From an optimization exercise on the open Yosys and OpenROAD flow, aimed at small area, a short achievable clock period and few clock cycles per item; shortcuts taken in it are not production practice.
Only simulation tests tie the RTL to the original design; equivalence was not proved.
Power and IR drop assume default switching activity.

$ cat run.sh
#!/bin/bash
# synth_recipe.tcl (not shown) runs the flow's synth.tcl, then flattens the netlist and writes it again
# the make line also repeats each setting of config.mk as NAME=value (left out here)
make -C /OpenROAD-flow-scripts/flow DESIGN_CONFIG=/design/flow/config.mk WORK_HOME=/design/flow/orfs CLKGATE_MAP_FILE= SYNTH_SCRIPT=/design/flow/synth_recipe.tcl finish
$ cat config.mk
export PLATFORM = sky130hd
export DESIGN_NAME = mnps_top
export DESIGN_NICKNAME = mnps_top
export VERILOG_FILES = /design/flow/design.v
export SDC_FILE = /design/flow/constraint.sdc
export NUM_CORES = 4
export LEC_CHECK = 0
export CAP_MARGIN = 20
export CORE_MARGIN = 2
export CORE_UTILIZATION = 40
export SETUP_SLACK_MARGIN = 2.5
export SLEW_MARGIN = 20
$ cat constraint.sdc
create_clock -name core_clock -period 5.0 [get_ports {clk}]
set_input_delay 1.0000 -clock core_clock [delete_from_list [all_inputs] [get_ports {clk}]]
set_output_delay 1.0000 -clock core_clock [all_outputs]
set_load 0.01 [all_outputs]
$ cat design.v
`default_nettype none
package mnps_pkg;
  localparam int DEF_STACK_DEPTH = 16;
  localparam logic FUNC_NOTE_ON  = 1'b0;
  localparam logic FUNC_NOTE_OFF = 1'b1;
  localparam logic [1:0] ACT_NONE    = 2'd0;
  localparam logic [1:0] ACT_START   = 2'd1;
  localparam logic [1:0] ACT_SLIDE   = 2'd2;
  localparam logic [1:0] ACT_RELEASE = 2'd3;
  typedef struct packed {
    logic               func;
    logic        [15:0] note_id;
    logic signed [15:0] note_pitch;
    logic        [15:0] note_velocity;
  } evt_t;
  typedef struct packed {
    logic        [1:0]  action;
    logic        [15:0] voice_id;
    logic signed [15:0] voice_pitch;
    logic        [15:0] voice_velocity;
    logic               overflow;
    logic        [4:0]  held_count;
  } res_t;
  typedef struct packed {
    logic        [15:0] id;
    logic signed [15:0] pitch;
    logic        [15:0] velocity;
  } entry_t;
endpackage
`default_nettype wire
`default_nettype none
module mnps_stack #(
  parameter int STACK_DEPTH = mnps_pkg::DEF_STACK_DEPTH
) (
  input  wire logic                   clk,
  input  wire logic                   rst,
  input  wire logic                   up,
  input  wire logic [STACK_DEPTH-1:0] dn,
  input  wire logic [47:0]            wentry,
  input  wire logic [15:0]            key,
  output logic [STACK_DEPTH-1:0]      eq,
  output logic [STACK_DEPTH-1:0]      valid,
  output logic [STACK_DEPTH-1:0]      valid_n,
  output logic [47:0]                 ent0,
  output logic [47:0]                 ent1
);
  logic [47:0] mem [0:STACK_DEPTH-1];
  for (genvar i = 0; i < STACK_DEPTH; i++) begin : g_ent
    logic [47:0] below;
    logic [47:0] above;
    logic        vbelow;
    logic        vabove;
    logic        hold;
    if (i == 0) begin : g_first
      assign below  = wentry;
      assign vbelow = 1'b1;
    end else begin : g_mid
      assign below  = mem[i-1];
      assign vbelow = valid[i-1];
    end
    if (i == STACK_DEPTH - 1) begin : g_last
      assign above  = mem[i];
      assign vabove = 1'b0;
    end else begin : g_inner
      assign above  = mem[i+1];
      assign vabove = valid[i+1];
    end
    assign hold = !up && !dn[i];
    always_ff @(posedge clk) begin
      mem[i] <= ({48{up}} & below) | ({48{dn[i]}} & above) | ({48{hold}} & mem[i]);
    end
    assign valid_n[i] = (up && vbelow) || (dn[i] && vabove) || (hold && valid[i]);
    always_ff @(posedge clk) begin
      if (rst) begin
        valid[i] <= 1'b0;
      end else begin
        valid[i] <= valid_n[i];
      end
    end
    assign eq[i] = valid[i] && (mem[i][47:32] == key);
  end
  assign ent0 = mem[0];
  assign ent1 = mem[1];
endmodule
`default_nettype wire
`default_nettype none
module mono_note_priority_stack_unit #(
  parameter int STACK_DEPTH = mnps_pkg::DEF_STACK_DEPTH
) (
  input  wire logic           clk,
  input  wire logic           rst,
  input  wire logic           evt_valid,
  output logic                evt_ready,
  input  wire mnps_pkg::evt_t evt,
  output logic                res_valid,
  input  wire logic           res_ready,
  output mnps_pkg::res_t      res
);
  localparam int D = STACK_DEPTH;
  localparam logic [4:0] C_ONE = 5'd1;
  logic         a_v;
  logic         a_func;
  logic [15:0]  a_id;
  logic [15:0]  a_p;
  logic [15:0]  a_vel;
  logic [D-1:0] a_eq;      
  logic         b_v;
  logic         b_func;
  logic [15:0]  b_id;
  logic [15:0]  b_p;
  logic [15:0]  b_vel;
  logic [D-1:0] b_eq;      
  logic         b_go;      
  logic         b_up;      
  logic [D-1:0] b_dn;      
  logic         b_rem;     
  logic         b_deep;    
  logic         b_snd;     
  logic [1:0]     oc;
  mnps_pkg::res_t s_res;
  mnps_pkg::res_t n_res;
  logic [4:0]  cnt;
  logic [15:0] sid;
  logic        svld;
  logic          go;
  logic          r_v;
  logic          pop;
  logic [1:0]    oc_n;
  logic          b_free;
  logic          a_free;
  logic          a_v_n;
  logic          b_v_n;
  logic          go_n;
  logic [D-1:0]  eq;
  logic [D-1:0]  eq_c;
  logic [D-1:0]  a_eq_c;
  logic [D-1:0]  src_eq;
  logic [D-1:0]  hi_n;
  logic          found_n;
  logic          on_n;
  logic [15:0]   id_n;
  logic [15:0]   sid_n;
  logic          svld_n;
  logic [D-1:0]  valid;
  logic [D-1:0]  valid_n;
  logic          on;
  logic          one;
  logic          sel1;
  logic [47:0]   ent0;
  logic [47:0]   ent1;
  logic [47:0]   top;
  logic [4:0]    cnt_n;
  mnps_stack #(
    .STACK_DEPTH (D)
  ) u_stack (
    .clk     (clk),
    .rst     (rst),
    .up      (b_up),
    .dn      (b_dn),
    .wentry  ({b_id, b_p, b_vel}),
    .key     (evt.note_id),
    .eq      (eq),
    .valid   (valid),
    .valid_n (valid_n),
    .ent0    (ent0),
    .ent1    (ent1)
  );
  function automatic logic [D-1:0] corr(input logic [D-1:0] v, input logic top_eq,
                                        input logic up, input logic [D-1:0] dn);
    logic [D-1:0] r;
    if (up) begin
      r = {v[D-2:0], top_eq};
    end else begin
      for (int i = 0; i < D - 1; i++) begin
        r[i] = dn[i] ? v[i+1] : v[i];
      end
      r[D-1] = dn[D-1] ? 1'b0 : v[D-1];
    end
    corr = r;
  endfunction
  assign go     = b_go;
  assign r_v    = (oc != 2'd0);
  assign pop    = r_v && res_ready;
  assign oc_n   = oc + {1'b0, go} - {1'b0, pop};
  assign b_free = !b_v || go;
  assign a_free = !a_v || b_free;
  assign a_v_n  = a_free ? evt_valid : a_v;
  assign b_v_n  = b_free ? a_v : b_v;
  assign go_n   = b_v_n && !oc_n[1];
  assign eq_c = corr(eq, (b_id == evt.note_id), b_up, b_dn);
  assign a_eq_c  = corr(a_eq, (b_id == a_id), b_up, b_dn);
  assign src_eq  = b_free ? a_eq_c : b_eq;
  assign on_n    = b_free ? (a_func == mnps_pkg::FUNC_NOTE_ON) : (b_func == mnps_pkg::FUNC_NOTE_ON);
  assign id_n    = b_free ? a_id : b_id;
  always_comb begin
    hi_n[D-1] = 1'b0;
    for (int i = D - 2; i >= 0; i--) begin
      hi_n[i] = hi_n[i+1] | src_eq[i+1];
    end
  end
  assign found_n = hi_n[0] | src_eq[0];
  assign on    = (b_func == mnps_pkg::FUNC_NOTE_ON);
  assign one   = !valid[1];
  assign sel1  = !b_deep && valid[1];
  assign top   = sel1 ? ent1 : ent0;
  assign cnt_n = b_up ? cnt + C_ONE : b_rem ? cnt - C_ONE : cnt;
  always_comb begin
    sid_n  = sid;
    svld_n = svld;
    if (go && on) begin
      sid_n  = b_id;
      svld_n = 1'b1;
    end else if (b_rem && b_snd) begin
      if (one) begin
        svld_n = 1'b0;
      end else begin
        sid_n = top[47:32];
      end
    end
  end
  always_comb begin
    if (on) begin
      n_res = {mnps_pkg::ACT_START, b_id, b_p, b_vel, valid[D-1], cnt_n};
    end else if (b_rem && b_snd) begin
      n_res = {(one ? mnps_pkg::ACT_RELEASE : mnps_pkg::ACT_SLIDE), top, 1'b0, cnt_n};
    end else begin
      n_res = {mnps_pkg::ACT_NONE, 48'd0, 1'b0, cnt_n};
    end
  end
  always_ff @(posedge clk) begin
    if (rst) begin
      a_v       <= 1'b0;
      b_v       <= 1'b0;
      b_go      <= 1'b0;
      b_up      <= 1'b0;
      b_dn      <= '0;
      b_rem     <= 1'b0;
      oc        <= 2'd0;
      evt_ready <= 1'b1;
      res_valid <= 1'b0;
      cnt       <= 5'd0;
      svld      <= 1'b0;
    end else begin
      a_v       <= a_v_n;
      b_v       <= b_v_n;
      b_go      <= go_n;
      b_up      <= go_n && on_n && !valid_n[D-1];
      b_dn      <= (go_n && !on_n && found_n) ? ~hi_n : '0;
      b_rem     <= go_n && !on_n && found_n;
      oc        <= oc_n;
      evt_ready <= !a_v_n || !b_v_n || go_n;
      res_valid <= (oc_n != 2'd0);
      cnt       <= cnt_n;
      svld      <= svld_n;
    end
  end
  always_ff @(posedge clk) begin
    if (a_free) begin
      a_func <= evt.func;
      a_id   <= evt.note_id;
      a_p    <= evt.note_pitch;
      a_vel  <= evt.note_velocity;
      a_eq   <= eq_c;
    end
    if (b_free) begin
      b_func <= a_func;
      b_id   <= a_id;
      b_p    <= a_p;
      b_vel  <= a_vel;
    end
    b_eq   <= src_eq;
    b_deep <= hi_n[0];
    b_snd  <= svld_n && (sid_n == id_n);
    sid    <= sid_n;
    if (!oc[1]) begin
      s_res <= n_res;
    end
    if (!r_v || res_ready) begin
      res <= oc[1] ? s_res : n_res;
    end
  end
endmodule
`default_nettype wire
`default_nettype none
module mnps_top (
  input  wire logic        clk,
  input  wire logic        rst,
  input  wire logic        evt_valid,
  output logic             evt_ready,
  input  wire logic        evt_func,
  input  wire logic [15:0] evt_note_id,
  input  wire logic [15:0] evt_note_pitch,
  input  wire logic [15:0] evt_note_velocity,
  output logic             res_valid,
  input  wire logic        res_ready,
  output logic [1:0]       res_action,
  output logic [15:0]      res_voice_id,
  output logic [15:0]      res_voice_pitch,
  output logic [15:0]      res_voice_velocity,
  output logic             res_overflow,
  output logic [4:0]       res_held_count
);
  mnps_pkg::evt_t evt;
  mnps_pkg::res_t res;
  assign evt = {evt_func, evt_note_id, evt_note_pitch, evt_note_velocity};
  assign res_action         = res.action;
  assign res_voice_id       = res.voice_id;
  assign res_voice_pitch    = res.voice_pitch;
  assign res_voice_velocity = res.voice_velocity;
  assign res_overflow       = res.overflow;
  assign res_held_count     = res.held_count;
  mono_note_priority_stack_unit #(
    .STACK_DEPTH (mnps_pkg::DEF_STACK_DEPTH)
  ) u_unit (
    .clk       (clk),
    .rst       (rst),
    .evt_valid (evt_valid),
    .evt_ready (evt_ready),
    .evt       (evt),
    .res_valid (res_valid),
    .res_ready (res_ready),
    .res       (res)
  );
endmodule
`default_nettype wire
==> results.json, run 1 <==
{
  "status": "no timing/DRC/antenna violations",
  "areaGrowthSynthToFinish_pct": 14.4,
  "clockRootBuffer": "clkbuf_16",
  "power_density_nw_per_um2": 501,
  "slew_headroom_pct": 30.1,
  "synth_edf_count": 154,
  "top_level_ports": 111,
  "wirelength_um": 119000,
  "cp-end-kind": "flop",
  "path_class": "reg2reg",
  "dieArea_sq_um": 110000,
  "largest_register_ffs": 768,
  "async_flop_share_pct": 0,
  "core_area_sq_um": 106000,
  "portBuffers": 110,
  "vias": 33500,
  "syn_avg_cell_area_sq_um": 9.21,
  "grt_pass1_vias": 32400,
  "design_area_sq_um": 48900,
  "syn-cell-area_sq_um": 42800,
  "drv_cap": 0,
  "row_count": 119,
  "place.detailed.hpwl_um": 77600,
  "drcViolationCount": 0,
  "cts.hold.buffers_added": 0,
  "finalCriticalPeriod_ps": 2440,
  "worstPathArrival_ps": 2840,
  "synth_cell_type_count": 57,
  "top_register": "u_unit.u_stack.mem",
  "start_kind": "flop",
  "start_util_pct": 40.5,
  "critPathMaxFanout": 39,
  "whs_ps": 413,
  "hp-class": "reg2reg",
  "ant_nets": 0,
  "cts_tree": "built",
  "numCtsBuffers": 106,
  "ctsLongestPathBuffers": 3,
  "die_width_um": 331,
  "ctsHtreeMaxLevel": 3,
  "drt_iter0_drc": 2540,
  "fin_crit_sh_pct": 48.7,
  "clkSinkCount": 1075,
  "grt_pass1_wl_um": 186000,
  "grt_antenna_before_repair": 1,
  "setup_violations": 0,
  "nets": 4652,
  "ys_seq_elements": 1075,
  "layout-drive-gt1-share_pct": 7.81,
  "global_route.usage.total_pct": 21.3,
  "mostFrequentLayoutCell": "nand2_1",
  "syn_inst": 4644,
  "first_pass_iters": 6,
  "yosys_warnings": 3,
  "synth_nets": 4701,
  "fill_cells": 10000,
  "hold_viol": 0,
  "clkLatencyLatePin_ps": 690,
  "cpMaxStageDelayCell": "dfxtp_1",
  "irDropWorstVdd_v": 0.000316,
  "rsz0062_at_grt": "yes",
  "placedInstanceArea_sq_um": 44900,
  "clkTransAtPathRegs_ps": 60,
  "finClkSkew_ps": 12.4,
  "grt-ovfl-total": 0,
  "layout_common_cells": "nand2_1 (1587), dfxtp_1 (902), a22oi_1 (766), xnor2_1 (221), edfxtp_1 (154)",
  "ys.flop_type": "dfxtp_1",
  "ys_seq_area_share_pct": 53.9,
  "top_regs": "u_unit.u_stack.mem: 768 flops, u_unit.res: 56 flops, u_unit.s_res: 56 flops",
  "crit_chain": "nand3_1, or2_4, o21ai_0",
  "grt_start_max_net_pins": 151,
  "routed_via_density": 5.51,
  "wl_per_cell_um": 19.6,
  "globalplace.congestion": 0.911,
  "fmax_mhz": 410,
  "die_y_um": 331,
  "critPathMaxStageDelay_ps": 600,
  "required_ps": 5410,
  "maxSlewViolCount": 0,
  "worst_pin_slew_ps": 1050,
  "fin_setup_tns_ps": 0,
  "leakage_nw": 20.5
}
## cell families after synthesis
kind of cell / Yosys count / synth area share [%]
adders and majority gates: 4 / 0.117
DFF: 1075 / 53.9
AOI/OAI and AO/OA: 985 / 16.7
and+or+nand+nor: 1808 / 16.9
xor gates and xnor gates: 306 / 6.27
buffers and inverters: 369 / 3.70
muxes: 97 / 2.32
## repair_timing
action	CTS	global route
endpoints found under the setup margin	239	28
buffers inserted	9	8
pin swaps	3	7
resized for setup	118	39
cloned	0	0
## final timing paths
kind | startpoint | end | slack, ps | cells past startpoint
setup / recovery | u_unit.b_snd | u_unit.res[28] | 2560 | 3
hold reg to reg | u_unit.a_p[8] | u_unit.b_p[8] | 410 | 0
setup reg to reg | u_unit.b_snd | u_unit.res[28] | 2560 | 3
hold / removal | u_unit.a_p[8] | u_unit.b_p[8] | 410 | 0
## where the power goes
part	switching (mW)	internal, mW
logic	2.46	1.55
registers	1.66	10.5
clock network	3.43	4.89
## per-layer routing
layer | part of all wire [%] | vias to the layer above | track usage, %
met5 | 0 | - | 0
met4 | 2.4 | 0 | 5.97
met3 | 5.7 | 194 | 3.60
met2 | 48 | 912 | 35.6
met1 | 44 | 16300 | 28.3
li1 | - | 16100 | -
## cells in the mapped netlist (all sizes together), types with 49 or more instances
cell type | number | area (sq um)
a22oi | 766 | 5750
o21ai | 80 | 400
clkbuf | 226 | 850
buf | 129 | 679
xnor2 | 223 | 1950
a22o | 49 | 429
mux2i | 79 | 791
nand2 | 1588 | 5960
nand4 | 55 | 344
xor2 | 83 | 727
edfxtp | 154 | 4620
dfxtp | 921 | 18400
## critical path, delay by kind of cell, from the launching register on
kind            cells  cell delay [ps]
flops               1              600
simple gates        2             1000
compound gates      1              520
## final cells by class
| type | count | area (sq um) | share of cell area (%) |
|---|---|---|---|
| inverter | 14 | 65.1 | 0.133 |
| sequential | 1075 | 23100 | 47.2 |
| multi-input combinational | 3200 | 18500 | 37.9 |
| clock buffer | 160 | 3200 | 6.55 |
| clock inverter | 38 | 463 | 0.946 |
| tap | 1391 | 1740 | 3.56 |
| timing repair buffer | 198 | 1830 | 3.74 |
| antenna | 1 | 2.50 | 0.00512 |
## through the flow
stage | util (%) | worst slack [ps] | power, mW | instances
floorplan | - | 2220 | 14.5 | 4644
global placement | 42.4 | 1140 | 16.3 | 5861
detailed placement | 42.4 | 1130 | 16.4 | 5861
CTS | 46.1 | 2520 | 24.6 | 6068
global route | 46.3 | 2440 | 25.6 | 6076
finish | 46.3 | 2560 | 24.5 | 6077
Testbench counts, summed over its fixed seeds: cycles 16,024, events 16,000.
==> inputs of run 2 (changes only) <==
--- a/config.mk
+++ b/config.mk
@@ -8,5 +8,5 @@
 export CAP_MARGIN = 20
 export CORE_MARGIN = 2
 export CORE_UTILIZATION = 40
-export SETUP_SLACK_MARGIN = 2.5
+export SETUP_SLACK_MARGIN = 3.3
 export SLEW_MARGIN = 20
==> run 2 against run 1 <==
Power up 10%. Final area up 14%. Register-to-register slack better by 200 ps. Via count up 12%. Core utilization up 6.7 points. First-iteration DRC count up 73%. Still clean on timing, DRC and antenna. Count of clock-buffer cells in the layout down 14. Worst setup slack better by 180 ps. Critical endpoint is now u_unit.b_dn[3]. Critical path type is now in2reg. Clock power down 2.6%. Clock skew up 5.3 ps. Wire length up 34%. Sequential power about the same.
==> results.json, run 2 <==
{
  "status": "no timing/DRC/antenna violations",
  "wl_per_cell_um": 25.1,
  "layout-drive-gt1-share_pct": 22.3,
  "irDropWorstVdd_v": 0.000303,
  "die_width_um": 331,
  "ys_top_cells_by_area": "dfxtp_1 (43%), nand2_1 (14%), a22oi_1 (13%), edfxtp_1 (11%), xnor2_1 (4.6%)",
  "power.share.combinational_pct": 24.0,
  "top_regs": "u_unit.u_stack.mem: 768 flops, u_unit.res: 56 flops, u_unit.s_res: 56 flops",
  "slew_headroom_pct": 38.8,
  "synth_top_area_share_pct": 43.1,
  "hp-class": "reg2reg",
  "largest_register_ffs": 768,
  "internal-power_mw": 17.9,
  "numCtsBuffers": 106,
  "drcViolationCount": 0,
  "clockRootBuffer": "clkbuf_16",
  "hold_viol": 0,
  "path_class": "in2reg",
  "vias": 37500,
  "synth_top_area_cell": "dfxtp_1",
  "synth_nets": 4701,
  "fin_crit_sh_pct": 45.2,
  "netlist_top_cells_count": "nand2_1 (1588), dfxtp_1 (921), a22oi_1 (766), clkbuf_1 (225), xnor2_1 (223)",
  "syn_inst": 4644,
  "syn-cell-area_sq_um": 42800,
  "fill_cells": 9134,
  "drv_cap": 0,
  "yosysMostFrequentCell": "nand2_1",
  "ys_seq_elements": 1075,
  "nets": 4949,
  "layout_common_cells": "nand2_1 (1357), dfxtp_1 (894), a22oi_1 (714), xnor2_1 (205), clkbuf_16 (175)",
  "clkTransAtPathRegs_ps": 60,
  "worst_pin_slew_ps": 919,
  "pre_cts_ws_ps": 1330,
  "yosys_warnings": 3,
  "areaGrowthSynthToFinish_pct": 30.9,
  "required_ps": 5600,
  "ant_nets": 0,
  "place.detailed.hpwl_um": 77600,
  "start_kind": "primary input",
  "routed_via_density": 5.89,
  "synth_cell_type_count": 57,
  "mostFrequentLayoutCell": "nand2_1",
  "first_pass_iters": 6,
  "cp-end-kind": "flop",
  "finalCriticalPeriod_ps": 2260,
  "grt-ovfl-total": 0,
  "whs_ps": 419,
  "async_flop_share_pct": 0,
  "start_util_pct": 40.5,
  "clkSinkCount": 1075,
  "worstPathArrival_ps": 2860,
  "ys.flop_type": "dfxtp_1",
  "clkLatencyLatePin_ps": 700,
  "synth_edf_count": 154,
  "finClkSkew_ps": 17.7,
  "grt_antenna_before_repair": 1,
  "worst_slack_ps": 2740,
  "syn_avg_cell_area_sq_um": 9.21,
  "ctsLongestPathBuffers": 3,
  "ctsHtreeMaxLevel": 3,
  "ys_seq_area_share_pct": 53.9,
  "dieArea_sq_um": 110000,
  "power_density_nw_per_um2": 482,
  "multi_input_area_sq_um": 20600,
  "swShare_pct": 33.5,
  "rsz0062_at_grt": "yes",
  "top_level_ports": 111,
  "portBuffers": 110,
  "fin_setup_tns_ps": 0,
  "grt_start_max_net_pins": 109,
  "leakage_nw": 23.5,
  "layout.area.seq_sq_um": 23100,
  "top_register": "u_unit.u_stack.mem",
  "wirelength_um": 160000,
  "pwr-share-seq_pct": 45.9,
  "row_count": 119,
  "maxSlewViolCount": 0,
  "globalplace.congestion": 0.924,
  "cts_tree": "built",
  "core_area_sq_um": 106000,
  "clkPwrFrac_pct": 30.1,
  "critPathMaxFanout": 5,
  "grt_pass1_vias": 33200,
  "power.switching_mw": 9.03,
  "setup_violations": 0,
  "fmax_mhz": 443,
  "final_util_pct": 52.9,
  "grt_pass1_wl_um": 198000,
  "diodes": 0,
  "drt_iter0_drc": 4386,
  "die_y_um": 331,
  "global_route.usage.total_pct": 23.1
}
-- run 2: cell counts after synthesis --
No cell type changed its count.
-- run 2: per-layer routing --
metal | global-route usage [%] | up-vias | routed length, um
met5 | 0 | - | 0
met4 | 7.10 | 0 | 5440
met3 | 3.48 | 347 | 14700
met2 | 38.4 | 1801 | 71600
met1 | 31.0 | 18700 | 68200
li1 | - | 16700 | -
-- run 2: critical path: stages --
cell and delay, ps:
buf_2 110, o21a_1 100, ha_1 280, inv_2 40, ha_4 160, xnor2_4 210, xnor2_4 130, buf_6 150
buf_6 110, nor3_4 220, nand3_4 160, a211oi_2 180
-- run 2: cell families (layout without fill, tap and decap cells) --
family / count (synthesis) / count (layout) / share of synthesized area [%]
AO/OA/AOI/OAI: 985 / 985 / 16.7
XOR/XNOR: 306 / 306 / 6.27
adder cells (fa/ha/maj): 4 / 4 / 0.117
buffers and inverters: 369 / 703 / 3.70
flip-flops: 1075 / 1075 / 53.9
multiplexers: 97 / 97 / 2.32
AND/OR/NAND/NOR: 1808 / 1813 / 16.9
-- run 2: power groups by stage --
| stage | sequential [mW] | clock, mW | combinational (mW) |
|---|---|---|---|
| after floorplan | 11.7 | 0 | 2.92 |
| after global placement | 12.4 | 0 | 4.00 |
| after detailed placement | 12.4 | 0 | 4.07 |
| after CTS | 12.2 | 8.14 | 4.46 |
| after global routing | 12.5 | 8.51 | 6.86 |
| final | 12.4 | 8.10 | 6.48 |
-- run 2: worst paths after layout --
| path | startpoint | to | slack (ps) | depth (start not counted) |
|---|---|---|---|---|
| setup / recovery | res_ready | u_unit.b_dn[3] | 2740 | 12 |
| hold / removal | u_unit.a_p[4] | u_unit.b_p[4] | 420 | 0 |
| setup reg to reg | u_unit.oc[1] | u_unit.b_dn[3] | 2760 | 11 |
| hold reg to reg | u_unit.a_p[4] | u_unit.b_p[4] | 420 | 0 |
-- run 2: stage by stage --
stage	std cells	cell area [sq um]	power [mW]
floorplan	4644	43300	14.6
global placement	5864	45000	16.4
detailed placement	5864	45000	16.4
CTS	6147	50400	24.8
global route	6374	56000	27.9
finish	6374	56000	27.0
-- run 2: cell type report --
class,instances,share of cell area [%]
sequential,1075,41.3
multi-input combinational,3205,36.8
timing repair buffer,488,12.4
clock buffer,146,5.32
tap,1391,3.11
clock inverter,53,0.910
inverter,14,0.141
timing repair inverter,2,0.0559
-- run 2: repair_timing --
item / CTS / global route
gates cloned: 22 / 102
buffers inserted: 62 / 125
gates resized for setup: 590 / 626
endpoints found under the setup margin: 1137 / 522
hold buffers: 0 / 0
pin swaps: 59 / 255
==> inputs of run 3 (changes only) <==
--- a/config.mk
+++ b/config.mk
@@ -8,5 +8,5 @@
 export CAP_MARGIN = 20
 export CORE_MARGIN = 2
 export CORE_UTILIZATION = 40
-export SETUP_SLACK_MARGIN = 3.3
+export SETUP_SLACK_MARGIN = 3.0
 export SLEW_MARGIN = 20
==> run 3 against run 2 <==
Via count down 7.8%. Die area unchanged. Global-route usage down 0.35 points. Worst hold slack worse by 1.0 ps. Power down 7.8%. Wire length down 18%.
==> results.json, run 3 <==
{
  "global_route.usage.total_pct": 22.7,
  "fin_crit_sh_pct": 46.0,
  "status": "no timing/DRC/antenna violations",
  "clkTransAtPathRegs_ps": 60,
  "start_kind": "primary input",
  "design_area_sq_um": 50800,
  "required_ps": 5610,
  "critPathMaxStageDelay_ps": 380,
  "nets": 4758,
  "grt_pass1_wl_um": 196000,
  "ys_top_cells_by_area": "dfxtp_1 (43%), nand2_1 (14%), a22oi_1 (13%), edfxtp_1 (11%), xnor2_1 (4.6%)",
  "fin_setup_tns_ps": 0,
  "synth_edf_count": 154,
  "finalCriticalPeriod_ps": 2300,
  "whs_ps": 418,
  "hp-class": "reg2reg",
  "syn_avg_cell_area_sq_um": 9.21,
  "async_flop_share_pct": 0,
  "totalPowerFinal_mw": 24.8,
  "layout_common_cells": "nand2_1 (1585), dfxtp_1 (892), a22oi_1 (766), xnor2_1 (211), edfxtp_1 (154)",
  "setup_violations": 0,
  "row_count": 119,
  "worstPathArrival_ps": 2910,
  "netlist_top_cells_count": "nand2_1 (1588), dfxtp_1 (921), a22oi_1 (766), clkbuf_1 (225), xnor2_1 (223)",
  "irDropWorstVdd_v": 0.000343,
  "crit_chain": "buf_2, o21a_1, ha_1, inv_2, ha_4, xnor2_4, xnor2_4, or3_4, or3_4, nor3_4",
  "grt_start_max_net_pins": 112,
  "place_inst": 5861,
  "worstHoldPathCells": 0,
  "mostFrequentLayoutCell": "nand2_1",
  "cpMaxStageDelayCell": "or3_4",
  "largest_register_ffs": 768,
  "numCtsBuffers": 105,
  "layout.cells.non_filler": 6182,
  "clockRootBuffer": "clkbuf_16",
  "portBuffers": 110,
  "placedInstanceArea_sq_um": 45000,
  "worst-path-buf-inv": 2,
  "cp-end-kind": "flop",
  "r2r_end": "u_unit.b_dn[11]",
  "maxSlewViolCount": 0,
  "rsz0062_at_grt": "yes",
  "slew_headroom_pct": 45.1,
  "clkSinkCount": 1075,
  "layout-drive-gt1-share_pct": 12.6,
  "cts_tree": "built",
  "diodes": 0,
  "top_regs": "u_unit.u_stack.mem: 768 flops, u_unit.res: 56 flops, u_unit.s_res: 56 flops",
  "leakage_nw": 21.3,
  "drv_cap": 0,
  "die_width_um": 331,
  "clkLatencyLatePin_ps": 690,
  "synth_nets": 4701,
  "worst_pin_slew_ps": 824,
  "syn-cell-area_sq_um": 42800,
  "wl_per_cell_um": 21.2,
  "pre_cts_ws_ps": 1370,
  "ctsHtreeMaxLevel": 3,
  "path_delay_family": "simple AND/OR/NAND/NOR gates",
  "final_util_pct": 48.1,
  "reg2regPathDepth": 9,
  "min-delay-start": "u_unit.a_p[8]",
  "syn_inst": 4644,
  "grt_antenna_before_repair": 2,
  "grt-ovfl-total": 0,
  "cts.hold.buffers_added": 0,
  "hold_viol": 0,
  "fmax_mhz": 434,
  "worst_slack_ps": 2700,
  "ys.flop_type": "dfxtp_1",
  "grt_pass1_vias": 33100,
  "path_class": "in2reg",
  "ys_seq_area_share_pct": 53.9,
  "r2r_slack_ps": 2710,
  "r2r-start": "u_unit.oc[1]",
  "ys_seq_elements": 1075,
  "wirelength_um": 131000,
  "ctsLongestPathBuffers": 3,
  "globalplace.congestion": 0.905,
  "die_y_um": 331,
  "top_register": "u_unit.u_stack.mem",
  "dieArea_sq_um": 110000,
  "drcViolationCount": 0,
  "place.detailed.hpwl_um": 77500,
  "critPathMaxFanout": 3,
  "yosys_warnings": 3,
  "synth_top_area_cell": "dfxtp_1",
  "power_density_nw_per_um2": 489,
  "finClkSkew_ps": 26.4,
  "synth_cell_type_count": 57,
  "holdPathEnd": "u_unit.b_p[8]",
  "routed_via_density": 5.59,
  "drt_iter0_drc": 3095,
  "vias": 34600,
  "start_util_pct": 40.5,
  "first_pass_iters": 7,
  "top_level_ports": 111,
  "core_area_sq_um": 106000,
  "areaGrowthSynthToFinish_pct": 18.8,
  "yosysMostFrequentCell": "nand2_1",
  "ant_nets": 0,
  "synth_top_area_share_pct": 43.1
}
-- run 3: where the power goes --
part           leakage, nW  internal (mW)  switching (mW)  total [mW]
sequential            9.20           10.5            1.71        12.2
combinational         10.4           1.80            2.71        4.51
clock                 1.75           4.70            3.43        8.13
total                 21.3           17.0            7.84        24.8
-- run 3: kinds of logic (layout without fill, tap and decap cells) --
group	count (synthesis)	count (layout)	share of synthesized area (%)
buffers and inverters	369	515	3.70
XOR/XNOR	306	306	6.27
adder cells (fa/ha/maj)	4	4	0.117
flip-flops	1075	1075	53.9
AO/OA/AOI/OAI	985	985	16.7
AND/OR/NAND/NOR	1808	1809	16.9
multiplexers	97	97	2.32
-- run 3: repair_timing --
item	CTS	global route
resized for setup	448	112
gates cloned	16	7
pin swaps	37	54
buffers inserted	55	46
endpoints found under the setup margin	974	139
-- run 3: how the worst max path moves through the flow --
| stage | start | endpoint | slack [ps] | depth (start not counted) |
|---|---|---|---|---|
| 3_5_place_dp | evt_note_id[8] | u_unit.a_eq[12] | 1370 | 7 |
| 3_3_place_gp | evt_note_id[7] | u_unit.a_eq[10] | 1350 | 8 |
| 6_report | res_ready | u_unit.b_dn[11] | 2700 | 10 |
| 2_1_floorplan | res_ready | u_unit.b_dn[11] | 2230 | 10 |
| 5_1_grt | u_unit.oc[1] | u_unit.b_dn[11] | 2680 | 9 |
| 4_1_cts | u_unit.res[30] | res_voice_pitch[8] | 2710 | 1 |
-- run 3: metal layers --
| metal | wire [um] | vias up | track usage [%] |
|---|---|---|---|
| met4 | 3910 | 2 | 7.35 |
| li1 | - | 16300 | - |
| met3 | 8120 | 250 | 3.24 |
| met1 | 56600 | 17000 | 30.5 |
| met5 | 20 | - | 0 |
| met2 | 62200 | 1069 | 37.8 |
-- run 3: area by class of cell --
class / count / area (sq um)
flip-flops and latches: 1075 / 23100
clock inverters: 28 / 308
fillers: 9732 / 54900
clock buffers: 169 / 3280
repair inverters: 2 / 17.5
multi-input cells: 3201 / 19000
well taps: 1391 / 1740
inverters: 14 / 68.8
repair buffers: 302 / 3260
==> inputs of run 4 (changes only) <==
--- a/config.mk
+++ b/config.mk
@@ -8,5 +8,5 @@
 export CAP_MARGIN = 20
 export CORE_MARGIN = 2
 export CORE_UTILIZATION = 40
-export SETUP_SLACK_MARGIN = 3.0
+export SETUP_SLACK_MARGIN = 2.7
 export SLEW_MARGIN = 20
==> run 4 against run 3 <==
Still clean. Area after synthesis stayed put. Critical path depth unchanged. Count of clock-buffer cells in the layout increased by 2. Clock skew fell by 10 ps. Global-route usage down 1.3 points. Critical endpoint unchanged.
==> results.json, run 4 <==
{
  "status": "no timing/DRC/antenna violations",
  "setup_violations": 0,
  "wl_per_cell_um": 19.9,
  "layout.cells.non_filler": 6112,
  "ys_seq_elements": 1075,
  "ant_nets": 0,
  "syn-cell-area_sq_um": 42800,
  "row_count": 119,
  "irDropWorstVdd_v": 0.000336,
  "grt-ovfl-total": 0,
  "nets": 4687,
  "design_area_sq_um": 49000,
  "synth_top_area_share_pct": 43.1,
  "clkLatencyLatePin_ps": 680,
  "clkPwrFrac_pct": 33.1,
  "mostFrequentLayoutCell": "nand2_1",
  "leakage_nw": 20.5,
  "r2r_end": "u_unit.b_dn[11]",
  "place_inst": 5862,
  "final_util_pct": 46.4,
  "whs_ps": 413,
  "portBuffers": 110,
  "areaGrowthSynthToFinish_pct": 14.7,
  "clkSinkCount": 1075,
  "global_route.usage.total_pct": 21.4,
  "swShare_pct": 31.3,
  "critPathLaunch": "res_ready",
  "clockRootBuffer": "clkbuf_16",
  "critPathMaxFanout": 3,
  "first_pass_iters": 5,
  "pre_cts_ws_ps": 933,
  "fin_setup_tns_ps": 0,
  "r2r-start": "u_unit.oc[1]",
  "power_density_nw_per_um2": 497,
  "synth_top_area_cell": "dfxtp_1",
  "place.detailed.hpwl_um": 77000,
  "synth_edf_count": 154,
  "power.share.combinational_pct": 16.8,
  "ys.flop_type": "dfxtp_1",
  "clkTransAtPathRegs_ps": 60,
  "start_kind": "primary input",
  "critPathMaxStageDelay_ps": 370,
  "top_level_ports": 111,
  "placedInstanceArea_sq_um": 45000,
  "finClkSkew_ps": 16.2,
  "routed_via_density": 5.51,
  "crit_chain": "buf_2, o21a_1, ha_4, inv_2, ha_4, xnor2_4, xnor2_4, or3_4, or3_4, nor3_4",
  "slew_headroom_pct": 27.3,
  "grt_pass1_vias": 32400,
  "start_util_pct": 40.5,
  "numCtsBuffers": 107,
  "totalPowerFinal_mw": 24.4,
  "drt_iter0_drc": 2808,
  "hold_viol": 0,
  "finalCriticalPeriod_ps": 2300,
  "cts_tree": "built",
  "dieArea_sq_um": 110000,
  "fin_crit_sh_pct": 45.9,
  "pwr-share-seq_pct": 50.0,
  "vias": 33700,
  "internal-power_mw": 16.8,
  "layout_common_cells": "nand2_1 (1587), dfxtp_1 (900), a22oi_1 (766), xnor2_1 (221), edfxtp_1 (154)",
  "die_width_um": 331,
  "grt_start_max_net_pins": 152,
  "globalplace.congestion": 0.904,
  "syn_inst": 4644,
  "ctsLongestPathBuffers": 3,
  "worst-path-buf-inv": 2,
  "fmax_mhz": 435,
  "grt_antenna_before_repair": 0,
  "path_class": "in2reg",
  "power.switching_mw": 7.62,
  "cpMaxStageDelayCell": "or3_4",
  "diodes": 0,
  "ys_seq_area_share_pct": 53.9,
  "drcViolationCount": 0,
  "reg2regPathDepth": 9,
  "synth_nets": 4701,
  "required_ps": 5600,
  "die_y_um": 331,
  "multi_input_area_sq_um": 18600,
  "yosys_warnings": 3,
  "async_flop_share_pct": 0,
  "path_delay_family": "simple AND/OR/NAND/NOR gates",
  "layout-drive-gt1-share_pct": 9.81,
  "netlist_top_cells_count": "nand2_1 (1588), dfxtp_1 (921), a22oi_1 (766), clkbuf_1 (225), xnor2_1 (223)",
  "cp-end-kind": "flop",
  "ctsHtreeMaxLevel": 3,
  "core_area_sq_um": 106000,
  "worstHoldPathCells": 0,
  "crit_end": "u_unit.b_dn[11]",
  "top_regs": "u_unit.u_stack.mem: 768 flops, u_unit.res: 56 flops, u_unit.s_res: 56 flops",
  "top_register": "u_unit.u_stack.mem",
  "cp.depth": 10,
  "maxSlewViolCount": 0,
  "cts.hold.buffers_added": 0,
  "worst_pin_slew_ps": 1090,
  "hp-class": "reg2reg",
  "synth_cell_type_count": 57,
  "ys_top_cells_by_area": "dfxtp_1 (43%), nand2_1 (14%), a22oi_1 (13%), edfxtp_1 (11%), xnor2_1 (4.6%)",
  "worstPathArrival_ps": 2900,
  "grt_pass1_wl_um": 187000,
  "fill_cells": 10100,
  "yosysMostFrequentCell": "nand2_1",
  "wirelength_um": 121000,
  "worst_slack_ps": 2700,
  "rsz0062_at_grt": "yes",
  "largest_register_ffs": 768,
  "r2r_slack_ps": 2710,
  "drv_cap": 0,
  "layout.area.seq_sq_um": 23100,
  "syn_avg_cell_area_sq_um": 9.21
}
## run 4: cell types whose count changed in the layout (fill, tap and decap cells not counted), sizes merged, moves of 2 or more
cell and delta:
clkdlybuf4s50 +2, clkdlybuf4s15 +2, buf -72, clkinvlp -4
inv +5, clkbuf +4, dlymetal6s2s +3, bufbuf -9
## run 4: repair_timing
item,4_1_cts,5_1_grt
setup endpoints to repair,368,125
gates cloned,2,4
setup buffers,11,33
pin swaps,9,21
gates resized for setup,311,55
## run 4: kinds of logic after synthesis
logic type / Yosys count / share of synthesized area (%)
simple gates: 1808 / 16.9
flops: 1075 / 53.9
compound gates: 985 / 16.7
buf+inv: 369 / 3.70
xor+xnor: 306 / 6.27
mux: 97 / 2.32
fa+ha+maj: 4 / 0.117
## run 4: routing by layer
| layer | share of wire [%] | GRT usage (%) | vias up |
|---|---|---|---|
| li1 | - | - | 16200 |
| met1 | 44 | 28.5 | 16500 |
| met2 | 48 | 36.5 | 885 |
| met3 | 4.7 | 2.48 | 183 |
| met4 | 2.6 | 6.17 | 0 |
| met5 | 0 | 0 | - |
## run 4: worst min-delay path by stage
stage / endpoint / slack (ps) / startpoint
floorplan: u_unit.b_p[0] / 400 / u_unit.a_p[0]
global placement: u_unit.b_p[2] / 400 / u_unit.a_p[2]
detailed placement: u_unit.b_p[2] / 400 / u_unit.a_p[2]
CTS: u_unit.b_vel[1] / 420 / u_unit.a_vel[1]
global route: u_unit.b_p[14] / 430 / u_unit.a_p[14]
finish: u_unit.b_vel[1] / 410 / u_unit.a_vel[1]
## run 4: area by class of cell
type	instances	area share (%)
clock inverters	29	0.592
repair inverters	2	0.0357
well taps	1391	3.55
clock buffers	171	6.64
multi-input cells	3201	37.9
repair buffers	229	4.02
flip-flops and latches	1075	47.1
inverters	14	0.140
## run 4: power groups by stage
stage	registers, mW	clock network, mW	logic [mW]
final	12.2	8.08	4.11
after global routing	12.4	8.59	4.59
after CTS	12.2	8.24	4.03
after detailed placement	12.4	0	4.04
after global placement	12.4	0	3.95
after floorplan	11.7	0	2.88
## run 4: worst register-to-register path: stages (launching register included)
cell and delay (ps):
dfxtp_4 340, o21a_1 220, ha_4 280, inv_2 40, ha_4 170, xnor2_4 200
xnor2_4 140, or3_4 370, or3_4 350, nor3_4 120
==> inputs of run 5 (changes only) <==
--- a/config.mk
+++ b/config.mk
@@ -8,5 +8,8 @@
 export CAP_MARGIN = 20
 export CORE_MARGIN = 2
 export CORE_UTILIZATION = 40
+export CTS_BUF_LIST = sky130_fd_sc_hd__clkbuf_8
+export CTS_CLUSTER_DIAMETER = 40
+export CTS_CLUSTER_SIZE = 16
 export SETUP_SLACK_MARGIN = 2.7
 export SLEW_MARGIN = 20
==> run 5 against run 4 <==
Still clean on timing, DRC and antenna. Via count is 0.86% higher. Area after synthesis stayed put. Combinational power hardly changed. Sequential share of layout area is 0.39 points higher. Register-to-register slack hardly changed. Largest cell class unchanged. Largest power group unchanged.
==> results.json, run 5 <==
{
  "status": "no timing/DRC/antenna violations",
  "ys_seq_elements": 1075,
  "worstPathArrival_ps": 1400,
  "worst_slack_ps": 2600,
  "setup_violations": 0,
  "clockRootBuffer": "clkbuf_8",
  "layout_common_cells": "nand2_1 (1587), dfxtp_1 (898), a22oi_1 (766), xnor2_1 (221), clkbuf_8 (155)",
  "syn_inst": 4644,
  "top_regs": "u_unit.u_stack.mem: 768 flops, u_unit.res: 56 flops, u_unit.s_res: 56 flops",
  "first_pass_iters": 6,
  "fin_setup_tns_ps": 0,
  "grt-ovfl-total": 0,
  "synth_cell_type_count": 57,
  "hp-class": "reg2reg",
  "clkPwrFrac_pct": 30.3,
  "cp-end-kind": "output port",
  "syn_avg_cell_area_sq_um": 9.21,
  "drv_cap": 0,
  "core_area_sq_um": 106000,
  "met2_length_um": 59300,
  "clkTransAtPathRegs_ps": 90,
  "mostFrequentLayoutCell": "nand2_1",
  "yosysMostFrequentCell": "nand2_1",
  "cts_tree": "built",
  "netlist_top_cells_count": "nand2_1 (1588), dfxtp_1 (921), a22oi_1 (766), clkbuf_1 (225), xnor2_1 (223)",
  "synth_top_area_cell": "dfxtp_1",
  "grt_pass1_vias": 32500,
  "dieArea_sq_um": 110000,
  "swShare_pct": 33.2,
  "vias": 34000,
  "pwr-share-seq_pct": 52.0,
  "synth_nets": 4701,
  "path_delay_family": "flip-flops",
  "nets": 4720,
  "async_flop_share_pct": 0,
  "top_level_ports": 111,
  "layout.cells.non_filler": 6169,
  "synth_top_area_share_pct": 43.1,
  "ys_top_cells_by_area": "dfxtp_1 (43%), nand2_1 (14%), a22oi_1 (13%), edfxtp_1 (11%), xnor2_1 (4.6%)",
  "clkLatencyLatePin_ps": 830,
  "grt_antenna_before_repair": 1,
  "rsz0062_at_grt": "yes",
  "portBuffers": 110,
  "global_route.usage.total_pct": 21.5,
  "start_util_pct": 40.5,
  "ys.flop_type": "dfxtp_1",
  "ys_seq_area_share_pct": 53.9,
  "wl_per_cell_um": 20.0,
  "design_area_sq_um": 48700,
  "ant_nets": 0,
  "required_ps": 4000,
  "globalplace.congestion": 0.904,
  "areaGrowthSynthToFinish_pct": 13.8,
  "cts.hold.buffers_added": 0,
  "power.share.combinational_pct": 17.7,
  "fmax_mhz": 417,
  "drcViolationCount": 0,
  "final_util_pct": 46.0,
  "grt_pass1_wl_um": 187000,
  "row_count": 119,
  "wl_met1_um": 54400,
  "placedInstanceArea_sq_um": 45000,
  "numCtsBuffers": 135,
  "drt_iter0_drc": 3191,
  "path_class": "reg2out",
  "largest_register_ffs": 768,
  "irDropWorstVdd_v": 0.000311,
  "crit_chain": "buf_2",
  "worst-path-buf-inv": 1,
  "maxSlewViolCount": 0,
  "wirelength_um": 123000,
  "place_inst": 5862,
  "start_kind": "flop",
  "dr_wl_met3_um": 6640,
  "syn-cell-area_sq_um": 42800,
  "cpMaxStageDelayCell": "edfxtp_1",
  "ctsLongestPathBuffers": 3,
  "die_width_um": 331,
  "ctsHtreeMaxLevel": 4,
  "synth_edf_count": 154,
  "yosys_warnings": 3,
  "slew_headroom_pct": 27.0,
  "routed_via_density": 5.51,
  "worst_pin_slew_ps": 1090,
  "leakage_nw": 20.3,
  "finalCriticalPeriod_ps": 2400,
  "power_density_nw_per_um2": 481,
  "power.switching_mw": 7.79,
  "hold_viol": 0,
  "clkSinkCount": 1075,
  "layout-drive-gt1-share_pct": 11.3,
  "top_layer": "met4",
  "internal-power_mw": 15.6,
  "top_register": "u_unit.u_stack.mem",
  "fin_crit_sh_pct": 48.0,
  "place.detailed.hpwl_um": 77000,
  "finClkSkew_ps": 46.4,
  "critPathMaxStageDelay_ps": 420,
  "grt_start_max_net_pins": 152,
  "die_y_um": 331,
  "critPathMaxFanout": 1,
  "pre_cts_ws_ps": 933
}
-- run 5: timing repair --
item | CTS | global route
setup buffers | 10 | 37
resized for setup | 295 | 58
pin swaps | 4 | 12
gates cloned | 2 | 6
setup endpoints to repair | 369 | 178
hold endpoints to repair | 0 | 0
-- run 5: power by group through the flow --
| stage | combinational (mW) | sequential [mW] | clock [mW] |
|---|---|---|---|
| after floorplan | 2.88 | 11.7 | 0 |
| after global placement | 3.95 | 12.4 | 0 |
| after detailed placement | 4.04 | 12.4 | 0 |
| after CTS | 4.02 | 12.2 | 7.24 |
| after global routing | 4.62 | 12.4 | 7.61 |
| final | 4.14 | 12.2 | 7.10 |
-- run 5: layout make-up --
class,instances,area [sq um]
clock buffer,155,2130
timing repair inverter,2,17.5
tap,1391,1740
antenna,2,5.00
fill,10200,57100
inverter,14,68.8
sequential,1075,23100
clock inverter,95,900
timing repair buffer,234,2080
multi-input combinational,3201,18600
-- run 5: routing by layer --
metal	up-vias	track usage [%]
met4	0	6.43
met1	16600	28.4
li1	16200	-
met2	960	36.6
met5	-	0
met3	190	3.02
-- run 5: final timing paths --
check / start / end / slack (ps) / cells past startpoint
worst min-delay path: u_unit.a_vel[1] / u_unit.b_vel[1] / 410 / 0
worst max-delay path: u_unit.res[27] / res_voice_pitch[5] / 2600 / 1
worst min register to register: u_unit.a_vel[1] / u_unit.b_vel[1] / 410 / 0
worst max register to register: u_unit.b_up / u_unit.u_stack.valid[13] / 2700 / 7
-- run 5: worst register-to-register path: cells and delay by family (launching register included) --
kind / cells / cell delay (ps)
AO/OA/AOI/OAI: 1 / 150
buffers and inverters: 4 / 1280
flip-flops: 1 / 440
AND/OR/NAND/NOR: 2 / 340
-- run 5: per-stage QoR --
stage	hold slack, ps	power [mW]
floorplan	400	14.6
global placement	401	16.3
detailed placement	405	16.4
CTS	412	23.4
global route	420	24.6
finish	412	23.4
-- run 5: logic make-up after synthesis --
group,count (synthesis),synth area share (%)
mux,97,2.32
simple gates,1808,16.9
compound gates,985,16.7
flops,1075,53.9
buf+inv,369,3.70
xor+xnor,306,6.27
fa+ha+maj,4,0.117
==> inputs of run 6 (changes only) <==
--- a/design.v
+++ b/design.v
@@ -34,8 +34,9 @@
 ) (
   input  wire logic                   clk,
   input  wire logic                   rst,
-  input  wire logic                   up,
+  input  wire logic [STACK_DEPTH-1:0] up,
   input  wire logic [STACK_DEPTH-1:0] dn,
+  input  wire logic [STACK_DEPTH-1:0] hold,
   input  wire logic [47:0]            wentry,
   input  wire logic [15:0]            key,
   output logic [STACK_DEPTH-1:0]      eq,
@@ -50,7 +51,6 @@
     logic [47:0] above;
     logic        vbelow;
     logic        vabove;
-    logic        hold;
     if (i == 0) begin : g_first
       assign below  = wentry;
       assign vbelow = 1'b1;
@@ -65,11 +65,10 @@
       assign above  = mem[i+1];
       assign vabove = valid[i+1];
     end
-    assign hold = !up && !dn[i];
     always_ff @(posedge clk) begin
-      mem[i] <= ({48{up}} & below) | ({48{dn[i]}} & above) | ({48{hold}} & mem[i]);
+      mem[i] <= ({48{up[i]}} & below) | ({48{dn[i]}} & above) | ({48{hold[i]}} & mem[i]);
     end
-    assign valid_n[i] = (up && vbelow) || (dn[i] && vabove) || (hold && valid[i]);
+    assign valid_n[i] = (up[i] && vbelow) || (dn[i] && vabove) || (hold[i] && valid[i]);
     always_ff @(posedge clk) begin
       if (rst) begin
         valid[i] <= 1'b0;
@@ -111,12 +110,13 @@
   logic [15:0]  b_vel;
   logic [D-1:0] b_eq;      
   logic         b_go;      
-  logic         b_up;      
+  logic [D-1:0] b_up;      
   logic [D-1:0] b_dn;      
+  logic [D-1:0] b_hold;    
   logic         b_rem;     
   logic         b_deep;    
   logic         b_snd;     
-  logic [1:0]     oc;
+  logic           s_v;
   mnps_pkg::res_t s_res;
   mnps_pkg::res_t n_res;
   logic [4:0]  cnt;
@@ -124,8 +124,12 @@
   logic        svld;
   logic          go;
   logic          r_v;
-  logic          pop;
-  logic [1:0]    oc_n;
+  logic          r_v_n;
+  logic          s_v_n;
+  logic          push_n;
+  logic          rem_n;
+  logic [D-1:0]  up_n;
+  logic [D-1:0]  dn_n;
   logic          b_free;
   logic          a_free;
   logic          a_v_n;
@@ -157,6 +161,7 @@
     .rst     (rst),
     .up      (b_up),
     .dn      (b_dn),
+    .hold    (b_hold),
     .wentry  ({b_id, b_p, b_vel}),
     .key     (evt.note_id),
     .eq      (eq),
@@ -179,16 +184,15 @@
     corr = r;
   endfunction
   assign go     = b_go;
-  assign r_v    = (oc != 2'd0);
-  assign pop    = r_v && res_ready;
-  assign oc_n   = oc + {1'b0, go} - {1'b0, pop};
+  assign r_v_n  = s_v || go || (r_v && !res_ready);
+  assign s_v_n  = !res_ready && (s_v || (r_v && go));
   assign b_free = !b_v || go;
   assign a_free = !a_v || b_free;
   assign a_v_n  = a_free ? evt_valid : a_v;
   assign b_v_n  = b_free ? a_v : b_v;
-  assign go_n   = b_v_n && !oc_n[1];
-  assign eq_c = corr(eq, (b_id == evt.note_id), b_up, b_dn);
-  assign a_eq_c  = corr(a_eq, (b_id == a_id), b_up, b_dn);
+  assign go_n   = b_v_n && !s_v_n;
+  assign eq_c = corr(eq, (b_id == evt.note_id), b_up[0], b_dn);
+  assign a_eq_c  = corr(a_eq, (b_id == a_id), b_up[0], b_dn);
   assign src_eq  = b_free ? a_eq_c : b_eq;
   assign on_n    = b_free ? (a_func == mnps_pkg::FUNC_NOTE_ON) : (b_func == mnps_pkg::FUNC_NOTE_ON);
   assign id_n    = b_free ? a_id : b_id;
@@ -199,11 +203,15 @@
     end
   end
   assign found_n = hi_n[0] | src_eq[0];
+  assign push_n  = go_n && on_n && !valid_n[D-1];
+  assign rem_n   = go_n && !on_n && found_n;
+  assign up_n    = {valid_n[D-2:0], 1'b1} & {D{push_n}};
+  assign dn_n    = rem_n ? ~hi_n : '0;
   assign on    = (b_func == mnps_pkg::FUNC_NOTE_ON);
   assign one   = !valid[1];
   assign sel1  = !b_deep && valid[1];
   assign top   = sel1 ? ent1 : ent0;
-  assign cnt_n = b_up ? cnt + C_ONE : b_rem ? cnt - C_ONE : cnt;
+  assign cnt_n = b_up[0] ? cnt + C_ONE : b_rem ? cnt - C_ONE : cnt;
   always_comb begin
     sid_n  = sid;
     svld_n = svld;
@@ -232,10 +240,12 @@
       a_v       <= 1'b0;
       b_v       <= 1'b0;
       b_go      <= 1'b0;
-      b_up      <= 1'b0;
+      b_up      <= '0;
       b_dn      <= '0;
+      b_hold    <= '1;
       b_rem     <= 1'b0;
-      oc        <= 2'd0;
+      r_v       <= 1'b0;
+      s_v       <= 1'b0;
       evt_ready <= 1'b1;
       res_valid <= 1'b0;
       cnt       <= 5'd0;
@@ -244,12 +254,14 @@
       a_v       <= a_v_n;
       b_v       <= b_v_n;
       b_go      <= go_n;
-      b_up      <= go_n && on_n && !valid_n[D-1];
-      b_dn      <= (go_n && !on_n && found_n) ? ~hi_n : '0;
-      b_rem     <= go_n && !on_n && found_n;
-      oc        <= oc_n;
+      b_up      <= up_n;
+      b_dn      <= dn_n;
+      b_hold    <= ~(up_n | dn_n);
+      b_rem     <= rem_n;
+      r_v       <= r_v_n;
+      s_v       <= s_v_n;
       evt_ready <= !a_v_n || !b_v_n || go_n;
-      res_valid <= (oc_n != 2'd0);
+      res_valid <= r_v_n;
       cnt       <= cnt_n;
       svld      <= svld_n;
     end
@@ -272,11 +284,11 @@
     b_deep <= hi_n[0];
     b_snd  <= svld_n && (sid_n == id_n);
     sid    <= sid_n;
-    if (!oc[1]) begin
+    if (!s_v) begin
       s_res <= n_res;
     end
     if (!r_v || res_ready) begin
-      res <= oc[1] ? s_res : n_res;
+      res <= s_v ? s_res : n_res;
     end
   end
 endmodule
--- a/config.mk
+++ b/config.mk
@@ -8,8 +8,5 @@
 export CAP_MARGIN = 20
 export CORE_MARGIN = 2
 export CORE_UTILIZATION = 40
-export CTS_BUF_LIST = sky130_fd_sc_hd__clkbuf_8
-export CTS_CLUSTER_DIAMETER = 40
-export CTS_CLUSTER_SIZE = 16
-export SETUP_SLACK_MARGIN = 2.7
+export SETUP_SLACK_MARGIN = 2.9
 export SLEW_MARGIN = 20
==> run 6 against run 5 <==
Via count shrank 5.2%. Critical path type unchanged. Final cell count shrank 11%. Largest power group unchanged. Worst hold slack gained 2.9 ps. Fmax grew 4.5%.
==> results.json, run 6 <==
{
  "cp.depth": 1,
  "critPathMaxStageDelay_ps": 450,
  "row_count": 119,
  "ys.flop_type": "dfxtp_1",
  "async_flop_share_pct": 0,
  "ctsHtreeMaxLevel": 3,
  "grt_pass1_wl_um": 185000,
  "start_kind": "flop",
  "ant_nets": 0,
  "top_register": "u_unit.u_stack.mem",
  "fill_cells": 9560,
  "numCtsBuffers": 107,
  "irDropWorstVdd_v": 0.000351,
  "grt_pass1_vias": 30400,
  "cpMaxStageDelayCell": "edfxtp_1",
  "ys_top_cells_by_area": "dfxtp_1 (45%), a222oi_1 (17%), edfxtp_1 (11%), inv_1 (6.5%), xnor2_1 (4.9%)",
  "place.detailed.hpwl_um": 77500,
  "cts.hold.buffers_added": 0,
  "worst-path-buf-inv": 1,
  "drcViolationCount": 0,
  "maxSlewViolCount": 0,
  "path_delay_family": "flip-flops",
  "critPathMaxFanout": 1,
  "layout-drive-gt1-share_pct": 14.4,
  "syn_inst": 3928,
  "placedInstanceArea_sq_um": 44700,
  "synth_edf_count": 154,
  "wl_per_cell_um": 22.2,
  "die_y_um": 329,
  "nets": 4039,
  "yosys_warnings": 3,
  "worstHoldPathCells": 0,
  "required_ps": 4000,
  "netlist_top_cells_count": "dfxtp_1 (950), a222oi_1 (734), inv_1 (730), clkbuf_1 (250), xnor2_1 (237)",
  "design_area_sq_um": 50200,
  "status": "no timing/DRC/antenna violations",
  "power_density_nw_per_um2": 404,
  "grt_antenna_before_repair": 0,
  "finClkSkew_ps": 27.4,
  "totalPowerFinal_mw": 20.3,
  "finalCriticalPeriod_ps": 2300,
  "synth_top_area_share_pct": 45.0,
  "cts_tree": "built",
  "top_regs": "u_unit.u_stack.mem: 768 flops, u_unit.res: 56 flops, u_unit.s_res: 56 flops",
  "ys_seq_elements": 1104,
  "rsz0062_at_grt": "yes",
  "largest_register_ffs": 768,
  "portBuffers": 110,
  "r2r_end": "u_unit.b_hold[8]",
  "start_util_pct": 40.2,
  "syn-cell-area_sq_um": 42200,
  "vias": 32200,
  "dieArea_sq_um": 108000,
  "crit_end": "res_voice_pitch[6]",
  "reg2regPathDepth": 9,
  "drt_iter0_drc": 5777,
  "globalplace.congestion": 0.904,
  "hold_viol": 0,
  "slew_headroom_pct": 42.1,
  "r2r_slack_ps": 2730,
  "critPathLaunch": "u_unit.res[28]",
  "diodes": 0,
  "clkTransAtPathRegs_ps": 70,
  "path_class": "reg2out",
  "clkSinkCount": 1104,
  "worstPathArrival_ps": 1300,
  "layout_common_cells": "dfxtp_1 (929), a222oi_1 (734), inv_1 (728), xnor2_1 (212), edfxtp_1 (154)",
  "synth_nets": 3983,
  "hp-class": "reg2reg",
  "die_width_um": 329,
  "syn_avg_cell_area_sq_um": 10.8,
  "areaGrowthSynthToFinish_pct": 18.9,
  "global_route.usage.total_pct": 21.5,
  "fmax_mhz": 436,
  "grt-ovfl-total": 0,
  "core_area_sq_um": 105000,
  "fin_setup_tns_ps": 0,
  "yosysMostFrequentCell": "dfxtp_1",
  "ys_seq_area_share_pct": 56.0,
  "setup_violations": 0,
  "synth_cell_type_count": 58,
  "routed_via_density": 5.90,
  "fin_crit_sh_pct": 45.9,
  "whs_ps": 415,
  "worst_pin_slew_ps": 868,
  "crit_chain": "buf_6",
  "mostFrequentLayoutCell": "dfxtp_1",
  "grt_start_max_net_pins": 66,
  "leakage_nw": 23.5,
  "clkLatencyLatePin_ps": 690,
  "final_util_pct": 47.8,
  "synth_top_area_cell": "dfxtp_1",
  "clockRootBuffer": "clkbuf_16",
  "wirelength_um": 121000,
  "cp-end-kind": "output port",
  "ctsLongestPathBuffers": 3,
  "r2r-start": "u_unit.b_go",
  "first_pass_iters": 12,
  "top_level_ports": 111,
  "drv_cap": 0
}
-- run 6: layout make-up --
class	count	area (sq um)	area share (%)
multi-input combinational	1758	15600	31.1
timing repair buffer	281	2710	5.40
clock buffer	154	3150	6.28
tap	1391	1740	3.47
sequential	1104	23700	47.2
clock inverter	44	536	1.07
inverter	731	2760	5.50
timing repair inverter	1	11.3	0.0224
-- run 6: worst min-delay path by stage --
stage | start | to | slack, ps
after floorplan | u_unit.a_p[0] | u_unit.b_p[0] | 400
after global placement | u_unit.a_p[13] | u_unit.b_p[13] | 400
after detailed placement | u_unit.a_vel[14] | u_unit.b_vel[14] | 400
after CTS | u_unit.a_vel[7] | u_unit.b_vel[7] | 420
after global routing | u_unit.a_vel[14] | u_unit.b_vel[14] | 430
final | u_unit.a_vel[7] | u_unit.b_vel[7] | 420
-- run 6: metrics by stage --
stage	worst slack, ps	instances
3_5_place_dp	1330	5176
6_report	2700	5464
3_3_place_gp	1330	5176
5_1_grt	2670	5464
4_1_cts	2660	5436
2_1_floorplan	2680	3928
-- run 6: repair_timing --
| action | CTS | global route |
|---|---|---|
| buffers inserted | 50 | 27 |
| resized for setup | 452 | 125 |
| pin swaps | 34 | 51 |
| endpoints found under the setup margin | 322 | 126 |
| gates cloned | 12 | 1 |
-- run 6: metal layers --
layer | vias to the layer above | share of wire, % | GRT usage, %
li1 | 14900 | - | -
met1 | 15800 | 44 | 28.9
met2 | 1263 | 47 | 35.5
met3 | 200 | 6.9 | 2.97
met4 | 0 | 2.8 | 7.55
met5 | - | 0 | 0
-- run 6: cell families (layout without fill, tap and decap cells) --
logic type	count (synthesis)	after routing	synth area share, %
compound gates	987	987	21.4
xor+xnor	308	308	6.39
fa+ha+maj	2	2	0.0592
buf+inv	1068	1211	9.65
flops	1104	1104	56.0
mux	87	87	2.08
simple gates	372	374	4.46
-- run 6: where the power goes --
part           leakage [nW]  total [mW]  switching [mW]  internal (mW)
registers              9.41        10.1           0.559           9.53
logic                  12.2        1.79           0.954          0.836
clock network          1.81        8.39            3.49           4.90
total                  23.5        20.3            5.00           15.3
-- run 6: worst register-to-register path, delay by kind of cell (launching register included) --
family | cells | cell delay (ps)
AOI/OAI and AO/OA | 2 | 690
DFF | 1 | 360
and+or+nand+nor | 3 | 550
buffers and inverters | 4 | 540
Testbench counts of run 6, summed over its fixed seeds: cycles 16,024, events 16,000.
==> inputs of run 7 (changes only) <==
--- a/config.mk
+++ b/config.mk
@@ -8,5 +8,6 @@
 export CAP_MARGIN = 20
 export CORE_MARGIN = 2
 export CORE_UTILIZATION = 40
-export SETUP_SLACK_MARGIN = 2.9
+export GPL_ROUTABILITY_DRIVEN = 0
+export SETUP_SLACK_MARGIN = 2.7
 export SLEW_MARGIN = 20
==> run 7 against run 6 <==
Register-to-register slack worse by 40 ps. Sequential power is essentially flat. Count of clock-buffer cells in the layout is 3 higher. Core utilization decreased by 1.0 points. Synthesized cell count stayed put. Die area unchanged. Critical endpoint is now u_unit.b_snd.
==> results.json, run 7 <==
{
  "status": "no timing/DRC/antenna violations",
  "grt_antenna_before_repair": 0,
  "fin_setup_tns_ps": 0,
  "globalRouteMet1Util_pct": 28.5,
  "clkSinkCount": 1104,
  "ant_nets": 0,
  "ys_seq_elements": 1104,
  "async_flop_share_pct": 0,
  "clkLatencyLatePin_ps": 690,
  "vias": 31900,
  "power_density_nw_per_um2": 407,
  "placedInstanceArea_sq_um": 44500,
  "dieArea_sq_um": 108000,
  "layout_common_cells": "dfxtp_1 (934), a222oi_1 (734), inv_1 (729), xnor2_1 (237), edfxtp_1 (154)",
  "top_level_ports": 111,
  "core_area_sq_um": 105000,
  "grt_busiest_layer": "met2",
  "portBuffers": 110,
  "worstPathArrival_ps": 2900,
  "finClkSkew_ps": 26.2,
  "slew_headroom_pct": 32.2,
  "top_register": "u_unit.u_stack.mem",
  "start_kind": "flop",
  "clockRootBuffer": "clkbuf_16",
  "mostFrequentLayoutCell": "dfxtp_1",
  "grt-ovfl-total": 0,
  "largest_register_ffs": 768,
  "critPathMaxFanout": 5,
  "use_met2_pct": 33.5,
  "synth_top_area_share_pct": 45.0,
  "fmax_mhz": 432,
  "totalPowerFinal_mw": 20.0,
  "rsz0062_at_grt": "yes",
  "critPathMostFrequentCell": "nor4_2",
  "drcViolationCount": 0,
  "syn_inst": 3928,
  "synth_top_area_cell": "dfxtp_1",
  "synth_edf_count": 154,
  "diodes": 0,
  "routed_via_density": 5.86,
  "netlist_top_cells_count": "dfxtp_1 (950), a222oi_1 (734), inv_1 (730), clkbuf_1 (250), xnor2_1 (237)",
  "yosysMostFrequentCell": "dfxtp_1",
  "worst-path-buf-inv": 1,
  "fill_cells": 9621,
  "ys.flop_type": "dfxtp_1",
  "crit_chain": "buf_12, and3_4, nor2_4, o31ai_4, xor2_1, nor4_2, nand4_1, nor4_2",
  "syn_avg_cell_area_sq_um": 10.8,
  "wirelength_um": 118000,
  "layout.cells.non_filler": 5444,
  "yosys_warnings": 3,
  "synth_cell_type_count": 58,
  "finalCriticalPeriod_ps": 2310,
  "hold_viol": 0,
  "grt_pass1_vias": 30100,
  "layout-drive-gt1-share_pct": 12.3,
  "ys_top_cells_by_area": "dfxtp_1 (45%), a222oi_1 (17%), edfxtp_1 (11%), inv_1 (6.5%), xnor2_1 (4.9%)",
  "top_regs": "u_unit.u_stack.mem: 768 flops, u_unit.res: 56 flops, u_unit.s_res: 56 flops",
  "layout.area.seq_sq_um": 23700,
  "multi_input_area_sq_um": 15100,
  "critPathMaxStageDelay_ps": 420,
  "die_width_um": 329,
  "global_route.usage.total_pct": 20.9,
  "gr-usage-met3_pct": 3.00,
  "grt_pass1_wl_um": 182000,
  "die_y_um": 329,
  "fin_crit_sh_pct": 46.3,
  "numCtsBuffers": 107,
  "place.detailed.hpwl_um": 77000,
  "clkTransAtPathRegs_ps": 60,
  "row_count": 119,
  "grt_start_max_net_pins": 78,
  "drv_cap": 0,
  "cp-end-kind": "flop",
  "place_inst": 5178,
  "worst_pin_slew_ps": 1020,
  "ctsHtreeMaxLevel": 3,
  "design_area_sq_um": 49100,
  "setup_violations": 0,
  "start_util_pct": 40.2,
  "path_delay_family": "simple AND/OR/NAND/NOR gates",
  "path_class": "reg2reg",
  "cts_tree": "built",
  "nets": 4017,
  "final_util_pct": 46.8,
  "required_ps": 5580,
  "syn-cell-area_sq_um": 42200,
  "first_pass_iters": 13,
  "cpMaxStageDelayCell": "dfxtp_4",
  "synth_nets": 3983,
  "areaGrowthSynthToFinish_pct": 16.3,
  "leakage_nw": 23.0,
  "drt_iter0_drc": 5223,
  "ctsLongestPathBuffers": 3,
  "irDropWorstVdd_v": 0.000292,
  "hp-class": "reg2reg",
  "ys_seq_area_share_pct": 56.0,
  "maxSlewViolCount": 0,
  "wl_per_cell_um": 21.7
}
run 7: layout make-up:
| cell class | count | area share, % |
|---|---|---|
| clock buffer | 157 | 6.47 |
| timing repair buffer | 259 | 4.57 |
| tap | 1391 | 3.54 |
| sequential | 1104 | 48.2 |
| multi-input combinational | 1758 | 30.6 |
| clock inverter | 43 | 0.935 |
| inverter | 731 | 5.61 |
| timing repair inverter | 1 | 0.0127 |
run 7: through the flow:
| step | setup slack (ps) | hold slack (ps) |
|---|---|---|
| 2_1_floorplan | 2690 | 400 |
| 3_3_place_gp | 1350 | 401 |
| 3_5_place_dp | 1370 | 405 |
| 4_1_cts | 2630 | 419 |
| 5_1_grt | 2640 | 424 |
| 6_report | 2690 | 418 |
run 7: timing repair:
item,4_1_cts,5_1_grt
pin swaps,10,23
hold buffers,0,0
setup buffers,21,35
gates cloned,7,3
setup endpoints to repair,194,55
resized for setup,353,83
run 7: cells by family after synthesis:
logic type	Yosys count	synth area share (%)
buffers and inverters	1068	9.65
DFF	1104	56.0
adders and majority gates	2	0.0592
AOI/OAI and AO/OA	987	21.4
xor gates and xnor gates	308	6.39
and+or+nand+nor	372	4.46
muxes	87	2.08
run 7: report_power, final:
part	internal (mW)	switching, mW	total [mW]
Combinational	0.762	0.900	1.66
Sequential	9.53	0.552	10.1
Clock	4.81	3.46	8.27
Total	15.1	4.91	20.0
run 7: path summary, 6_finish.rpt:
| kind | start | slack, ps | cells after the start | end |
|---|---|---|---|---|
| worst max-delay path | u_unit.b_dn[15] | 2690 | 8 | u_unit.b_snd |
| worst min-delay path | u_unit.a_vel[10] | 420 | 0 | u_unit.b_vel[10] |
| worst min register to register | u_unit.a_vel[10] | 420 | 0 | u_unit.b_vel[10] |
| worst max register to register | u_unit.b_dn[15] | 2690 | 8 | u_unit.b_snd |
run 7: layer usage:
| layer | share of wire [%] | up-vias | wire (um) |
|---|---|---|---|
| li1 | - | 14800 | - |
| met2 | 46 | 1259 | 53900 |
| met3 | 7.0 | 209 | 8230 |
| met5 | 0 | - | 0 |
| met4 | 2.9 | 0 | 3440 |
| met1 | 44 | 15600 | 52400 |

## static timing again, ports no longer ideal
How much do the figures lean on ideal ports? The routed layouts below were timed once more, with nothing changed but the port constraints.
Step 1 sets driving cells, clkbuf_16 on the clock port and buf_2 on the other inputs (assumed; they add their load-dependent delay and slew).
Step 2, shift: input delay + t, output delay - t, t = (earliest + latest rising clock arrival at the registers) / 2. This alone moves slack from input paths to output paths.
Slacks: no drivers / after step 1 / after step 2; pairs: no drivers / after step 1.
| run | t (ns) | setup slack, ns | cell pins on the clock port's net |
|---|---|---|---|
| run 1 | 0.745 | 2.563 / 2.503 / 1.884 | 1 |
| run 2 | 0.758 | 2.741 / 2.671 / 2.035 | 1 |
| run 3 | 0.744 | 2.698 / 2.682 / 2.003 | 1 |
| run 4 | 0.748 | 2.703 / 2.678 / 2.005 | 1 |
| run 5 | 0.871 | 2.601 / 2.534 / 1.846 | 1 |
| run 6 | 0.744 | 2.704 / 2.633 / 2.124 | 1 |
| run 7 | 0.740 | 2.686 / 2.649 / 2.032 | 1 |
After both steps every run listed still meets setup and hold. For run 5, which loses most, drivers alone change the setup slack by -0.067 ns; drivers and shift together by -0.755 ns.
